Background: an optimization exercise with open tools, aiming at small area and a short achievable clock period. Do not read the settings as production practice. RTL that was checked went through simulation tests only; none was proved equivalent to the original. Power is estimated from default activity; no workload was simulated.

Design sid_synth_top, start of the top module:
module sid_synth_top #(
    parameter  int NUM_VOICES = 4,
    parameter  int SAMPLE_DIV = 256,
    localparam int MIX_W      = synth_pkg::REG_W + 2
) (
    input  wire logic             clk,
    input  wire logic             rst_n,
    input  wire logic             spi_clk,
    input  wire logic             spi_cs_n,
    input  wire logic             spi_mosi,
    output logic      [MIX_W-1:0] sample,
    output logic                  sample_valid
);
Size in the first run: roughly 3400 cells after synthesis, roughly 440 flip-flops.
Settings: LEC_CHECK=0, ABC_AREA=1, CAP_MARGIN=20, CORE_MARGIN=2, CORE_UTILIZATION=40, CTS_CLUSTER_DIAMETER=90, CTS_CLUSTER_SIZE=25, SETUP_SLACK_MARGIN=3.6, SLEW_MARGIN=20; clock period 7.0 ns.
run.sh (not shown) runs the stock make flow with config.mk's settings and CLKGATE_MAP_FILE= SYNTH_SCRIPT=/design/flow/synth_recipe.tcl, a recipe that flattens the netlist after the stock synthesis.
Next try:
--- a/flow/design.v
+++ b/flow/design.v
@@ -61,13 +61,14 @@
             mosi_s1 <= spi_mosi;
         end
     end
     logic       sclk_rise;
     logic [3:0] bit_cnt;
     logic [4:0] hdr;        
-    logic [7:0] dat;        
+    logic [6:0] dat;        
+    logic       dat0;       
     logic       frame_done;
     logic       last;       
     assign sclk_rise  = sclk_s1 & ~sclk_s2;
     assign frame_done = ~cs_n_s1 & sclk_rise & last;
     always_ff @(posedge clk or negedge rst_n) begin
         if (!rst_n) begin
@@ -80,26 +81,27 @@
             bit_cnt <= bit_cnt + 4'd1;
             last    <= (bit_cnt == 4'd14);
         end
     end
     always_ff @(posedge clk) begin
         if (sclk_rise && bit_cnt < 4'd5) hdr <= {hdr[3:0], mosi_s1};
-        if (sclk_rise) dat <= {dat[6:0], mosi_s1};
+        if (sclk_rise && bit_cnt[3] && !last) dat <= {dat[5:0], mosi_s1};
+        if (sclk_rise && last) dat0 <= mosi_s1;
     end
     logic       is_f;       
     logic       pend_f;     
     logic       wr_now, wr_f;
     logic [7:0] wr_data;
     assign is_f = (hdr[4:3] == 2'b00);
     always_ff @(posedge clk or negedge rst_n) begin
         if (!rst_n) pend_f <= 1'b0;
         else        pend_f <= (pend_f | (frame_done & is_f)) & freq_busy;
     end
     assign wr_now  = frame_done;
     assign wr_f    = (frame_done | pend_f) & ~freq_busy;
-    assign wr_data = pend_f ? dat : {dat[6:0], mosi_s1};
+    assign wr_data = {dat, pend_f ? dat0 : mosi_s1};
     always_comb begin
         freq_n    = freq;
         wave_n    = wave;
         attack_n  = attack;
         sustain_n = sustain;
         for (int v = 0; v < NUM_VOICES; v++) begin
@@ -216,29 +218,37 @@
         case (gst)
             S_ATK:   done_n = atk_t[8];
             S_DEC:   done_n = ~dsum[9];
             default: done_n = {1'b0, env} <= 9'(sustain_n[7:4]) + 9'd1;
         endcase
     end
+    always_ff @(posedge clk or negedge rst_n) begin
+        if (!rst_n) begin
+            is_atk <= 1'b0;
+            is_dec <= 1'b0;
+            is_rel <= 1'b0;
+        end else begin
+            is_atk <= is254 & (gst == S_ATK);
+            is_dec <= is254 & (gst == S_DEC);
+            is_rel <= is254 & (gst == S_REL);
+        end
+    end
     always_ff @(posedge clk) begin
-        is_atk <= (gst == S_ATK);
-        is_dec <= (gst == S_DEC);
-        is_rel <= (gst == S_REL);
-        done   <= done_n;
+        done <= done_n;
     end
     assign sus_lvl = {sustain[3:0], sustain[3:0]};
     assign nib  = is_dec ? attack[7:4] : sustain[7:4];
     assign opb  = is_atk ? {4'b0000, attack[3:0]} : {4'b1111, ~nib};
     assign esum = {1'b0, env} + {1'b0, opb} + 9'(is_atk);
     assign cval = is_atk ? 8'hFF : (is_dec ? sus_lvl : 8'h00);
     assign nenv = (is_atk | is_dec | is_rel) ? (done ? cval : esum[7:0]) : env;
     always_ff @(posedge clk or negedge rst_n) begin
         if (!rst_n) begin
             env <= '0;
             st  <= S_IDLE;
-        end else if (step_en) begin
+        end else begin
             env <= nenv;
             if (is_atk)      st <= done ? S_DEC  : S_ATK;
             else if (is_dec) st <= done ? S_SUS  : S_DEC;
             else if (is_rel) st <= done ? S_IDLE : S_REL;
         end
     end
After rerunning: Global-route usage came out higher by 0.25 points. Fmax goes down slightly. Wire length hardly moves. Setup slack gets worse by 12 ps. Clock skew shrinks by 11 ps. Synthesized area climbs slightly. Register-to-register slack hardly moves. Design area falls slightly. Non-clock buffer count falls by 22. Critical path depth goes down by 2. Total power goes down slightly. First-iteration DRC count came out higher by a few percent. Utilization goes down by 0.52 points.
Only the layout flow was run in the second run of this note; the RTL was not checked for function there.

the previous run:
Another version of the RTL of sid_synth_top (not shown whole).
Size in the first run: about 3100 cells after synthesis, ~450 flip-flops, about 30000 µm² of cells after synthesis.
==> module sid_voice, before the edit <==
module sid_voice (
    input  wire logic        clk,
    input  wire logic        rst_n,
    input  wire logic        is254,
    input  wire logic        step_en,
    input  wire logic        at_tick,
    input  wire logic        pass2,
    input  wire logic [15:0] freq,
    input  wire logic [15:0] freq_n,
    input  wire logic [7:0]  pw_n,
    input  wire logic [7:0]  attack,
    input  wire logic [7:0]  sustain,
    input  wire logic [3:0]  wave,
    input  wire logic [3:0]  wave_n,
    output logic      [7:0]  m
);
    localparam logic [2:0] S_IDLE = 3'd0, S_ATK = 3'd1, S_DEC = 3'd2,
                           S_SUS = 3'd3, S_REL = 3'd4;
    logic [15:0] acc;    
    logic [7:0]  p;      
    logic        ca;     
    logic        cb;     
    logic        c16;    
    logic [16:0] acc_sum_n;
    logic [8:0]  sa, sb, sc;
    logic [8:0]  p_inc;
    logic [7:0]  p_step;
    assign acc_sum_n = {1'b0, acc} + {1'b0, freq_n};
    assign sa        = synth_pkg::add8({2'b0, acc[5:0]},   {2'b0, freq[5:0]   & {6{step_en}}}, 1'b0);
    assign sb        = synth_pkg::add8({3'b0, acc[10:6]},  {3'b0, freq[10:6]  & {5{at_tick}}}, ca);
    assign sc        = synth_pkg::add8({3'b0, acc[15:11]}, {3'b0, freq[15:11] & {5{pass2}}},   cb);
    assign p_inc     = synth_pkg::inc8(p, 1'b1);
    assign p_step    = c16 ? p_inc[7:0] : p;
    always_ff @(posedge clk or negedge rst_n) begin
        if (!rst_n) begin
            acc <= '0;
            p   <= '0;
            ca  <= 1'b0;
            cb  <= 1'b0;
            c16 <= 1'b0;
        end else begin
            c16         <= acc_sum_n[16] & is254;
            ca          <= sa[6] & step_en;
            cb          <= sb[5] & at_tick;
            acc[5:0]    <= sa[5:0];
            acc[10:6]   <= sb[4:0];
            acc[15:11]  <= sc[4:0];
            p           <= p_step;
        end
    end
    logic [7:0] env;
    logic [2:0] st;
    logic [2:0] gst, nst;
    logic [7:0] nenv, opb, sus_lvl;
    logic [3:0] nib;
    logic [8:0] esum;
    logic       is_atk, is_dec, is_rel;
    logic       atk_top, dec_le, rel_le;
    always_comb begin
        gst = st;
        if (wave_n[0] && (st == S_IDLE || st == S_REL)) gst = S_ATK;
        else if (!wave_n[0] && (st == S_ATK || st == S_DEC || st == S_SUS)) gst = S_REL;
    end
    always_ff @(posedge clk) begin
        is_atk <= (gst == S_ATK);
        is_dec <= (gst == S_DEC);
        is_rel <= (gst == S_REL);
    end
    assign sus_lvl = {sustain[3:0], sustain[3:0]};
    assign nib  = is_dec ? attack[7:4] : sustain[7:4];
    assign opb  = is_atk ? {4'b0000, attack[3:0]} : {4'b1111, ~nib};
    assign esum = {1'b0, env} + {1'b0, opb} + 9'(is_atk);
    logic [8:0] atk_t;
    assign atk_t   = {1'b0, env} + 9'(attack[3:0]) + 9'd2;
    assign atk_top = atk_t[8];
    logic [9:0] dx, dy, dz;
    assign dx      = {2'b0, env};
    assign dy      = {2'b0, ~sus_lvl};
    assign dz      = {2'b0, 4'hF, ~attack[7:4]};
    logic [9:0] ds, dc, dsum;
    assign ds      = dx ^ dy ^ dz;
    assign dc      = ((dx & dy) | (dx & dz) | (dy & dz)) << 1;
    assign dsum    = ds + dc;
    assign dec_le  = ~dsum[9];
    assign rel_le  = {1'b0, env} <= 9'(sustain[7:4]) + 9'd1;
    always_comb begin
        nst  = st;
        nenv = env;
        if (is_atk) begin
            nenv = atk_top ? 8'hFF : esum[7:0];
            nst  = atk_top ? S_DEC : S_ATK;
        end else if (is_dec) begin
            nenv = dec_le ? sus_lvl : esum[7:0];
            nst  = dec_le ? S_SUS : S_DEC;
        end else if (is_rel) begin
            nenv = rel_le ? 8'h00 : esum[7:0];
            nst  = rel_le ? S_IDLE : S_REL;
        end
    end
    always_ff @(posedge clk or negedge rst_n) begin
        if (!rst_n) begin
            env <= '0;
            st  <= S_IDLE;
        end else if (step_en) begin
            env <= nenv;
            st  <= nst;
        end
    end
    logic [7:0] tri_v, w_n;
    logic       lt0, lt1, pul_ok, any_sel;
    logic [3:0] w_lo, w_hi;    
    assign tri_v   = {p_step[6:0], 1'b0} ^ {8{p_step[7]}};
    assign lt0     = p < pw_n;
    assign lt1     = p_inc[7:0] < pw_n;
    assign pul_ok  = c16 ? lt1 : lt0;
    assign any_sel = wave_n[1] | wave_n[2] | wave_n[3];
    assign w_n = (wave_n[2] ? p_step : 8'hFF) & (wave_n[1] ? tri_v : 8'hFF) &
                 {8{any_sel & (~wave_n[3] | pul_ok)}};
    logic [11:0] o0, o1, o2, o3, o4, s1, c1, s2, c2, s3, c3, part;
    assign o0 = 12'(m);
    assign o1 = 12'(env & {8{w_lo[0]}});
    assign o2 = 12'(env & {8{w_lo[1]}}) << 1;
    assign o3 = 12'(env & {8{w_lo[2]}}) << 2;
    assign o4 = 12'(env & {8{w_lo[3]}}) << 3;
    assign s1 = o0 ^ o1 ^ o2;
    assign c1 = ((o0 & o1) | (o0 & o2) | (o1 & o2)) << 1;
    assign s2 = s1 ^ c1 ^ o3;
    assign c2 = ((s1 & c1) | (s1 & o3) | (c1 & o3)) << 1;
    assign s3 = s2 ^ c2 ^ o4;
    assign c3 = ((s2 & c2) | (s2 & o4) | (c2 & o4)) << 1;
    assign part = s3 + c3;
    always_ff @(posedge clk) begin
        w_hi <= w_n[7:4];
        w_lo <= at_tick ? w_hi : w_n[3:0];
        m    <= part[11:4] & {8{~step_en}};
    end
endmodule
==> flow/config.mk <==
export PLATFORM = sky130hd
export DESIGN_NAME = sid_synth_top
export DESIGN_NICKNAME = sid_synth_top
export VERILOG_FILES = /design/flow/design.v
export SDC_FILE = /design/flow/constraint.sdc
export NUM_CORES = 4
export LEC_CHECK = 0
export CAP_MARGIN = 20
export CORE_MARGIN = 2
export CORE_UTILIZATION = 40
export SETUP_SLACK_MARGIN = 3.5
export SLEW_MARGIN = 20
==> flow/constraint.sdc <==
create_clock -name core_clock -period 7.0 [get_ports {clk}]
set_input_delay 1.4000 -clock core_clock [delete_from_list [all_inputs] [get_ports {clk}]]
set_output_delay 1.4000 -clock core_clock [all_outputs]
set_load 0.01 [all_outputs]
> inputs changed (the previous run -> the current run)
--- a/flow/design.v
+++ b/flow/design.v
@@ -185,51 +185,56 @@
     end
     logic [7:0] env;
     logic [2:0] st;
+    logic       gate;
     logic [2:0] gst, nst;
     logic [7:0] nenv, opb, sus_lvl;
     logic [3:0] nib;
-    logic [8:0] esum;
-    logic       is_atk, is_dec, is_rel;
-    logic       atk_top, dec_le, rel_le;
+    logic [8:0] esum, dec_floor;
+    logic       is_atk, is_dec, is_rel, dec_le;
+    assign gate    = wave_n[0];
+    assign sus_lvl = {sustain[3:0], sustain[3:0]};
     always_comb begin
         gst = st;
-        if (wave_n[0] && (st == S_IDLE || st == S_REL)) gst = S_ATK;
-        else if (!wave_n[0] && (st == S_ATK || st == S_DEC || st == S_SUS)) gst = S_REL;
+        if (gate && (st == S_IDLE || st == S_REL)) gst = S_ATK;
+        else if (!gate && (st == S_ATK || st == S_DEC || st == S_SUS)) gst = S_REL;
     end
     always_ff @(posedge clk) begin
         is_atk <= (gst == S_ATK);
         is_dec <= (gst == S_DEC);
         is_rel <= (gst == S_REL);
     end
-    assign sus_lvl = {sustain[3:0], sustain[3:0]};
     assign nib  = is_dec ? attack[7:4] : sustain[7:4];
     assign opb  = is_atk ? {4'b0000, attack[3:0]} : {4'b1111, ~nib};
     assign esum = {1'b0, env} + {1'b0, opb} + 9'(is_atk);
-    logic [8:0] atk_t;
-    assign atk_t   = {1'b0, env} + 9'(attack[3:0]) + 9'd2;
-    assign atk_top = atk_t[8];
-    logic [9:0] dx, dy, dz;
-    assign dx      = {2'b0, env};
-    assign dy      = {2'b0, ~sus_lvl};
-    assign dz      = {2'b0, 4'hF, ~attack[7:4]};
-    logic [9:0] ds, dc, dsum;
-    assign ds      = dx ^ dy ^ dz;
-    assign dc      = ((dx & dy) | (dx & dz) | (dy & dz)) << 1;
-    assign dsum    = ds + dc;
-    assign dec_le  = ~dsum[9];
-    assign rel_le  = {1'b0, env} <= 9'(sustain[7:4]) + 9'd1;
+    assign dec_floor = {1'b0, sus_lvl} + 9'(attack[7:4]) + 9'd1;
+    assign dec_le    = {1'b0, env} <= dec_floor;
     always_comb begin
         nst  = st;
         nenv = env;
         if (is_atk) begin
-            nenv = atk_top ? 8'hFF : esum[7:0];
-            nst  = atk_top ? S_DEC : S_ATK;
+            if (esum[8] || esum[7:0] == 8'hFF) begin
+                nenv = 8'hFF;
+                nst  = S_DEC;
+            end else begin
+                nenv = esum[7:0];
+                nst  = S_ATK;
+            end
         end else if (is_dec) begin
-            nenv = dec_le ? sus_lvl : esum[7:0];
-            nst  = dec_le ? S_SUS : S_DEC;
+            if (dec_le) begin
+                nenv = sus_lvl;
+                nst  = S_SUS;
+            end else begin
+                nenv = esum[7:0];
+                nst  = S_DEC;
+            end
         end else if (is_rel) begin
-            nenv = rel_le ? 8'h00 : esum[7:0];
-            nst  = rel_le ? S_IDLE : S_REL;
+            if (!esum[8] || esum[7:0] == 8'h00) begin
+                nenv = 8'h00;
+                nst  = S_IDLE;
+            end else begin
+                nenv = esum[7:0];
+                nst  = S_REL;
+            end
         end
     end
     always_ff @(posedge clk or negedge rst_n) begin
Results
The current run: worst-case hold slack higher than the previous run. In the current run relative to the previous run, maximum frequency had gone up slightly. The current run against the previous run; global-route wire length before repair is down by a few percent. Sequential share of layout area | the current run above the previous run. On worst-case setup slack after placement, the higher figure sits with the previous run, not the current run. Against the previous run, the current run reports a global-route usage that is lower. Diff the previous run -> the current run | switching power | decrease of 1.9%. For met2 wire length, dividing the value from the current run by the value from the previous run gives 0.950. A startpoint of the most critical setup path of g_voice[2].u_voice.env[2] is what the current run shows, while g_voice[3].u_voice.env[2] belongs to the previous run. Of the previous run and the current run, the lower number of global-route vias before repair belongs to the current run. Relative to the previous run, the count of different cell masters after synthesis of the current run is higher by 13%. The mux cell area share after synthesis reported for the current run is greater than that of the previous run by 0.56 points. Sort the previous run and the current run by setup slack asc -> top: the previous run.
No functional check of the RTL was part of any run of this note.

## static timing again, ports no longer ideal
The results above use ideal ports. As a check the final layouts listed here were re-extracted and re-timed, cells and wires unchanged.
Step 1 (the two cells are an assumption about what drives the block):
set clk [get_ports {clk}]
set_driving_cell -lib_cell sky130_fd_sc_hd__clkbuf_16 $clk
set_driving_cell -lib_cell sky130_fd_sc_hd__buf_2 [delete_from_list [all_inputs] $clk]
Step 2 adds t to the input delays and takes it off the output delays; t is the mean of the earliest and latest rising clock arrival at the registers after step 1. Input paths then give back, and output paths get back, about the clock's delay inside the block.
Three values: no drivers, after step 1, after step 2; two values: the first two.
run	t, ns	setup WS [ns]	worst register clock-pin slew, ns
the first run of note 1	0.663	3.677 / 3.677 / 3.677	0.10 / 0.10
the second run of note 1	0.647	3.665 / 3.665 / 3.665	0.11 / 0.11
the previous run	0.681	3.265 / 3.265 / 3.265	0.06 / 0.06
the current run	0.664	3.287 / 3.287 / 3.287	0.07 / 0.07
After both steps every run listed still meets setup and hold.
